What follows belongs to an exercise in optimizing a design on an open flow for small area, a short achievable clock period and few clock cycles per item; a production flow would make more cautious choices. The RTL was checked by simulation tests, not by an equivalence proof against the original design. No activity file was given, so power comes from the tool's default toggle rates.

==> inputs of run a <==
==> flow/design.v <==
`default_nettype none
package cd_pkg;
  localparam int DEPTH_DEFAULT = 128;
  localparam int DATA_W        = 32;
  localparam logic [1:0] ACT_PUSH_FRONT = 2'd0;
  localparam logic [1:0] ACT_PUSH_REAR  = 2'd1;
  localparam logic [1:0] ACT_POP_FRONT  = 2'd2;
  localparam logic [1:0] ACT_POP_REAR   = 2'd3;
  localparam logic [1:0] ST_DONE       = 2'd0;
  localparam logic [1:0] ST_FULL       = 2'd1;
  localparam logic [1:0] ST_EMPTY      = 2'd2;
  localparam logic [1:0] ST_RESERVED   = 2'd3;
  localparam int RES_W = DATA_W + 4;
endpackage
`default_nettype wire
`default_nettype none
module cd_ctrl (
  input  wire logic                     clk,
  input  wire logic                     rst_n,
  input  wire logic                     in_valid,
  output logic                          in_stall,
  output logic                          acc,
  input  wire logic [cd_pkg::RES_W-1:0] res,
  output logic                          out_valid,
  input  wire logic                     out_stall,
  output logic [cd_pkg::RES_W-1:0]      out_data
);
  logic                     three_r;    
  logic                     opv_r;
  logic                     ov_r, s1v_r, rv_r;
  logic [cd_pkg::RES_W-1:0] o_r, s1_r, r_r;
  logic o_free;       
  logic r_to_o;       
  logic r_to_s1;      
  logic r_free;       
  logic [1:0] n_held;
  assign in_stall = three_r && out_stall;
  assign acc      = in_valid && !in_stall;
  assign o_free   = !ov_r || !out_stall;
  assign r_to_o   = o_free && !s1v_r && rv_r;
  assign r_to_s1  = rv_r && !r_to_o && (!s1v_r || o_free);
  assign r_free   = !rv_r || r_to_o || r_to_s1;
  always_comb begin
    n_held = 2'(ov_r) + 2'(s1v_r) + 2'(rv_r) + 2'(opv_r) - 2'(ov_r && !out_stall);
  end
  always_ff @(posedge clk) begin
    if (!rst_n) begin
      three_r <= 1'b0;
      opv_r   <= 1'b0;
      ov_r    <= 1'b0;
      s1v_r   <= 1'b0;
      rv_r    <= 1'b0;
    end else begin
      three_r <= (n_held + 2'(acc)) == 2'd3;
      opv_r   <= acc;
      if (o_free) ov_r <= s1v_r || rv_r;
      if (o_free && s1v_r) s1v_r <= r_to_s1;
      else if (r_to_s1) s1v_r <= 1'b1;
      rv_r    <= opv_r || !r_free;
    end
  end
  always_ff @(posedge clk) begin
    if (!rst_n) begin
      o_r <= '0;
    end else if (o_free) begin
      o_r <= s1v_r ? s1_r : r_r;
    end
  end
  always_ff @(posedge clk) begin
    if (r_to_s1) s1_r <= r_r;
    if (opv_r) r_r <= res;
  end
  assign out_valid = ov_r;
  assign out_data  = o_r;
endmodule
`default_nettype wire
`default_nettype none
module cd_dpath #(
  parameter int DEPTH = cd_pkg::DEPTH_DEFAULT
) (
  input  wire logic                     clk,
  input  wire logic                     rst_n,
  input  wire logic                     acc,       
  input  wire logic [33:0]              in_data,   
  output logic [cd_pkg::RES_W-1:0]      res        
);
  localparam int IDX_W = $clog2(DEPTH);
  localparam int CNT_W = $clog2(DEPTH + 1);
  logic [cd_pkg::DATA_W-1:0] store_mem [DEPTH];
  logic [IDX_W-1:0] head_r, rear_r, head_nxt, rear_nxt;
  logic [CNT_W-1:0] cnt_r, cnt_nxt;
  logic             empty_r, full_r, empty_nxt, full_nxt;
  logic [cd_pkg::DATA_W-1:0] wdata_r;
  logic                      rear_r_op;    
  logic                      push_ok_r, pop_ok_r;
  logic [1:0]                status_r;
  logic [7:0]                wlo_r;        
  logic [DEPTH/8-1:0]        whi_r;        
  logic [IDX_W-1:0]          waddr_nxt;
  logic [DEPTH-1:0]          rsel_r;
  logic [IDX_W-1:0]          raddr_nxt;
  logic [cd_pkg::DATA_W-1:0] rd_word;
  logic                      in_pop, in_rear;
  always_comb begin
    head_nxt  = head_r;
    rear_nxt  = rear_r;
    cnt_nxt   = cnt_r;
    empty_nxt = empty_r;
    full_nxt  = full_r;
    if (push_ok_r) begin
      if (rear_r_op) rear_nxt = rear_r + 1'b1;
      else           head_nxt = head_r - 1'b1;
      cnt_nxt   = cnt_r + 1'b1;
      empty_nxt = 1'b0;
      full_nxt  = (cnt_r == CNT_W'(DEPTH - 1));
    end
    if (pop_ok_r) begin
      if (rear_r_op) rear_nxt = rear_r - 1'b1;
      else           head_nxt = head_r + 1'b1;
      cnt_nxt   = cnt_r - 1'b1;
      empty_nxt = (cnt_r == CNT_W'(1));
      full_nxt  = 1'b0;
    end
  end
  always_ff @(posedge clk) begin
    if (!rst_n) begin
      head_r  <= '0;
      rear_r  <= '1;
      cnt_r   <= '0;
      empty_r <= 1'b1;
      full_r  <= 1'b0;
    end else begin
      head_r  <= head_nxt;
      rear_r  <= rear_nxt;
      cnt_r   <= cnt_nxt;
      empty_r <= empty_nxt;
      full_r  <= full_nxt;
    end
  end
  assign in_pop    = in_data[33];
  assign in_rear   = in_data[32];
  assign raddr_nxt = in_rear ? rear_nxt : head_nxt;
  assign waddr_nxt = in_rear ? rear_nxt + 1'b1 : head_nxt - 1'b1;
  always_ff @(posedge clk) begin
    if (!rst_n) begin
      push_ok_r <= 1'b0;
      pop_ok_r  <= 1'b0;
    end else begin
      push_ok_r <= acc && !in_pop && !full_nxt;
      pop_ok_r  <= acc &&  in_pop && !empty_nxt;
    end
  end
  always_ff @(posedge clk) begin
    wdata_r   <= in_data[31:0];
    rear_r_op <= in_rear;
    status_r  <= in_pop ? (empty_nxt ? cd_pkg::ST_EMPTY : cd_pkg::ST_DONE)
                        : (full_nxt  ? cd_pkg::ST_FULL  : cd_pkg::ST_DONE);
    for (int i = 0; i < 8; i++)
      wlo_r[i] <= acc && !in_pop && !full_nxt && (waddr_nxt[2:0] == 3'(i));
    for (int i = 0; i < DEPTH/8; i++)
      whi_r[i] <= (waddr_nxt[IDX_W-1:3] == (IDX_W-3)'(i));
    for (int i = 0; i < DEPTH; i++)
      rsel_r[i] <= acc && in_pop && !empty_nxt && (raddr_nxt == IDX_W'(i));
  end
  always_ff @(posedge clk) begin
    for (int i = 0; i < DEPTH; i++)
      if (wlo_r[i % 8] && whi_r[i / 8]) store_mem[i] <= wdata_r;
  end
  localparam int RD_G = 8;
  localparam int RD_N = DEPTH / RD_G;
  logic [cd_pkg::DATA_W-1:0] rd_part [RD_N];
  for (genvar g = 0; g < RD_N; g++) begin : g_rd
    logic [RD_G*cd_pkg::DATA_W-1:0] grp_words;
    for (genvar k = 0; k < RD_G; k++) begin : g_w
      assign grp_words[k*cd_pkg::DATA_W +: cd_pkg::DATA_W] = store_mem[g*RD_G+k];
    end
    cd_rdgrp #(.N(RD_G), .W(cd_pkg::DATA_W)) u_grp (
      .sel   (rsel_r[g*RD_G +: RD_G]),
      .words (grp_words),
      .y     (rd_part[g])
    );
  end
  always_comb begin
    rd_word = '0;
    for (int g = 0; g < RD_N; g++) rd_word = rd_word | rd_part[g];
  end
  assign res = {rd_word, status_r, empty_nxt, full_nxt};
endmodule
`default_nettype wire
`default_nettype none
module cd_rdgrp #(
  parameter int N = 8,
  parameter int W = 32
) (
  input  wire logic [N-1:0]   sel,
  input  wire logic [N*W-1:0] words,
  output logic [W-1:0]        y
);
  always_comb begin
    y = '0;
    for (int i = 0; i < N; i++) y = y | (words[i*W +: W] & {W{sel[i]}});
  end
endmodule
`default_nettype wire
`default_nettype none
module circular_deque #(
  parameter int DEPTH = cd_pkg::DEPTH_DEFAULT
) (
  input  wire logic          clk,
  input  wire logic          rst_n,
  input  wire logic          in_valid,
  output logic               in_stall,
  input  wire logic [33:0]   in_data,
  output logic               out_valid,
  input  wire logic          out_stall,
  output logic [35:0]        out_data
);
  logic                     acc;
  logic [cd_pkg::RES_W-1:0] res;
  cd_ctrl u_ctrl (
    .clk       (clk),
    .rst_n     (rst_n),
    .in_valid  (in_valid),
    .in_stall  (in_stall),
    .acc       (acc),
    .res       (res),
    .out_valid (out_valid),
    .out_stall (out_stall),
    .out_data  (out_data)
  );
  cd_dpath #(
    .DEPTH (DEPTH)
  ) u_dpath (
    .clk      (clk),
    .rst_n    (rst_n),
    .acc      (acc),
    .in_data  (in_data),
    .res      (res)
  );
endmodule
`default_nettype wire
==> flow/run.sh <==
#!/bin/bash
# synth_recipe.tcl (not shown) runs the flow's synth.tcl, then flattens the netlist and writes it again
# the make line also repeats each setting of config.mk as NAME=value (left out here)
make -C /OpenROAD-flow-scripts/flow DESIGN_CONFIG=/design/flow/config.mk WORK_HOME=/design/flow/orfs CLKGATE_MAP_FILE= SYNTH_SCRIPT=/design/flow/synth_recipe.tcl finish
==> flow/config.mk <==
export PLATFORM = sky130hd
export DESIGN_NAME = circular_deque
export DESIGN_NICKNAME = circular_deque
export VERILOG_FILES = /design/flow/design.v
export SDC_FILE = /design/flow/constraint.sdc
export NUM_CORES = 4
export LEC_CHECK = 0
export CAP_MARGIN = 20
export CORE_MARGIN = 2
export CORE_UTILIZATION = 55
export CTS_CLUSTER_DIAMETER = 60
export CTS_CLUSTER_SIZE = 20
export PLACE_DENSITY = 0.65
export SETUP_SLACK_MARGIN = 2.8
export SLEW_MARGIN = 20
export SYNTH_HIERARCHICAL = 1
==> flow/constraint.sdc <==
create_clock -name core_clock -period 5.5 [get_ports {clk}]
set_input_delay 1.1000 -clock core_clock [delete_from_list [all_inputs] [get_ports {clk}]]
set_output_delay 1.1000 -clock core_clock [all_outputs]
set_load 0.01 [all_outputs]
==> inputs of run b, as changes to run a <==
--- a/flow/design.v
+++ b/flow/design.v
@@ -141,4 +141,16 @@
   assign in_rear   = in_data[32];
-  assign raddr_nxt = in_rear ? rear_nxt : head_nxt;
-  assign waddr_nxt = in_rear ? rear_nxt + 1'b1 : head_nxt - 1'b1;
+  logic rear_up, rear_dn, head_up, head_dn;    
+  assign rear_up = push_ok_r &&  rear_r_op;
+  assign rear_dn = pop_ok_r  &&  rear_r_op;
+  assign head_dn = push_ok_r && !rear_r_op;
+  assign head_up = pop_ok_r  && !rear_r_op;
+  always_comb begin
+    if (in_rear) begin
+      raddr_nxt = rear_up ? rear_r + 7'd1 : rear_dn ? rear_r - 7'd1 : rear_r;
+      waddr_nxt = rear_up ? rear_r + 7'd2 : rear_dn ? rear_r        : rear_r + 7'd1;
+    end else begin
+      raddr_nxt = head_up ? head_r + 7'd1 : head_dn ? head_r - 7'd1 : head_r;
+      waddr_nxt = head_up ? head_r        : head_dn ? head_r - 7'd2 : head_r - 7'd1;
+    end
+  end
   always_ff @(posedge clk) begin
@@ -162,3 +174,3 @@
     for (int i = 0; i < DEPTH; i++)
-      rsel_r[i] <= acc && in_pop && !empty_nxt && (raddr_nxt == IDX_W'(i));
+      rsel_r[i] <= in_pop && !empty_nxt && (raddr_nxt == IDX_W'(i));
   end
==> flow/flow/run.sh (new file) <==
#!/bin/bash
set -euo pipefail
export CTS_ARGS="-sink_clustering_enable -repair_clock_nets -sink_clustering_size 25 -sink_clustering_max_diameter 70 -dont_use_dummy_load"
bash standard.sh > standard.log 2>&1
==> flow/standard.sh (new file) <==
#!/bin/bash
# synth_recipe.tcl (not shown) runs the flow's synth.tcl, then flattens the netlist and writes it again
# the make line also repeats each setting of config.mk as NAME=value (left out here)
make -C /OpenROAD-flow-scripts/flow DESIGN_CONFIG=/design/flow/config.mk WORK_HOME=/design/flow/orfs CLKGATE_MAP_FILE= SYNTH_SCRIPT=/design/flow/synth_recipe.tcl "${@:-finish}"
Settings changed: CORE_UTILIZATION 55 to 50, CTS_CLUSTER_DIAMETER 60 to 70, CTS_CLUSTER_SIZE 20 to 25, PLACE_DENSITY 0.65 to 0.6.
removed: flow/run.sh
==> inputs of run c, as changes to run a <==
--- a/flow/design.v
+++ b/flow/design.v
@@ -141,4 +141,16 @@
   assign in_rear   = in_data[32];
-  assign raddr_nxt = in_rear ? rear_nxt : head_nxt;
-  assign waddr_nxt = in_rear ? rear_nxt + 1'b1 : head_nxt - 1'b1;
+  logic rear_up, rear_dn, head_up, head_dn;    
+  assign rear_up = push_ok_r &&  rear_r_op;
+  assign rear_dn = pop_ok_r  &&  rear_r_op;
+  assign head_dn = push_ok_r && !rear_r_op;
+  assign head_up = pop_ok_r  && !rear_r_op;
+  always_comb begin
+    if (in_rear) begin
+      raddr_nxt = rear_up ? rear_r + 7'd1 : rear_dn ? rear_r - 7'd1 : rear_r;
+      waddr_nxt = rear_up ? rear_r + 7'd2 : rear_dn ? rear_r        : rear_r + 7'd1;
+    end else begin
+      raddr_nxt = head_up ? head_r + 7'd1 : head_dn ? head_r - 7'd1 : head_r;
+      waddr_nxt = head_up ? head_r        : head_dn ? head_r - 7'd2 : head_r - 7'd1;
+    end
+  end
   always_ff @(posedge clk) begin
@@ -162,3 +174,3 @@
     for (int i = 0; i < DEPTH; i++)
-      rsel_r[i] <= acc && in_pop && !empty_nxt && (raddr_nxt == IDX_W'(i));
+      rsel_r[i] <= in_pop && !empty_nxt && (raddr_nxt == IDX_W'(i));
   end
Settings changed: CORE_UTILIZATION 55 to 50, CTS_CLUSTER_DIAMETER 60 to 70, CTS_CLUSTER_SIZE 20 to 25, PLACE_DENSITY 0.65 to 0.6, SETUP_SLACK_MARGIN 2.8 to 2.9.
==> comparison <==
The highest worst hold slack belongs to run c, the lowest to run b.
Of run a and run b, run a has the higher clock power (gap about 30%, measured against run b).
The highest via count belongs to run a, the lowest to run c.
Against run c, the first-iteration DRC count of run a is larger by about 7%.
Sequential cell count is the same in run c and run b.
Combinational power is about the same in run b and run c.
Register-to-register slack: run c is better than run a (0.08 ns).
The lowest routed wire length belongs to run a, the highest to run b.
Run a completed without violations. Run b finished with antenna rules left. Run c ran to the end with no violations.
Clock-buffer cell count: run b < run c < run a.
Total power: run a is higher than run b (9.3%).
Setup slack, lowest first: run b, run a, run c.
==> figures <==
quantity	run c	run a	run b
Critical path origin	u_dpath.rsel_r[62]	u_dpath.rsel_r[39]	u_dpath.wlo_r[2]
Combined area of the multi-input logic cells	25740 um2	25690 um2	25360 um2
Highest cell delay on the worst timing path	0.85 ns	1.02 ns	0.97 ns
Status	complete, no violations	complete, no violations	failed layout checks
Layout check failures	-	-	antenna rules
Leakage	51.40 nW	52.47 nW	50.88 nW
Proportion of layout cells with a drive suffix above 1	12.09%	12.65%	10.87%
Sequential share of cell area	76.22%	75.42%	76.84%
Design Power	56.85 mW	60.45 mW	55.31 mW
Final non-filler cell area	171200 um2	172900 um2	169800 um2
Layout multi-input combinational cell count	3389	3370	3388
Setup ws final	2.765 ns	2.682 ns	2.659 ns
Sequential group share of total power	65.8%	61.9%	67.6%
Number of H-tree levels	4	5	4
CTS clock-pin slew for the worst setup and hold paths	0.10 ns	0.09 ns	0.10 ns
Worst Setup Slack post-DPL	1.226 ns	1.252 ns	1.094 ns
Worst voltage drop across the vdd grid	0.3520 mV	0.3537 mV	0.2817 mV
Worst-Margin Slew	1.209 ns	1.237 ns	1.165 ns
Util after Layout	54.44%	60.72%	54.00%
Slowest cell on the critical path	sky130_fd_sc_hd__nor4_1	sky130_fd_sc_hd__nor4_1	sky130_fd_sc_hd__dfxtp_1
Placed Instance Area	163300 um2	162200 um2	163300 um2
Data required time at the worst endpoint	6.12 ns	6.11 ns	6.04 ns
Number of nets produced by synthesis	8352	8311	8352
Endpoint of the worst register-to-register path	u_ctrl.r_r[21]	u_ctrl.r_r[22]	u_dpath.store_mem[98][11]
Testbench counts of run a, summed over its fixed seeds: cycles 36,664, items 32,000.
Testbench counts of run b, summed over its fixed seeds: cycles 36,664, items 32,000.
Testbench counts of run c, summed over its fixed seeds: cycles 36,664, items 32,000.

-- what the ideal ports hide --
The flow's constraints put no driver on any port. The routed layouts listed below were extracted and timed again, unchanged, in two steps.
Step 1, drivers: a clkbuf_16 drives clk and a buf_2 each remaining input, both assumed.
Step 2, shift: input delay + t, output delay - t, t = (earliest + latest rising clock arrival at the registers) / 2. This alone moves slack from input paths to output paths.
Slacks: no drivers / after step 1 / after step 2; pairs: no drivers / after step 1.
run | shift t [ns] | setup WS [ns] | hold WS [ns] | worst setup path after step 2 | slew at the worst register clock pin (ns)
run a | 1.013 | 2.682 / 2.682 / 1.702 | 0.413 / 0.413 / 0.413 | input to register | 0.09 / 0.09
run b | 0.997 | 2.659 / 2.659 / 1.806 | 0.403 / 0.403 / 0.403 | input to register | 0.10 / 0.10
run c | 1.029 | 2.765 / 2.761 / 2.029 | 0.414 / 0.414 / 0.414 | input to register | 0.10 / 0.10
For run a, which loses most, drivers alone change the setup slack by 0.000 ns; drivers and shift together by -0.980 ns.
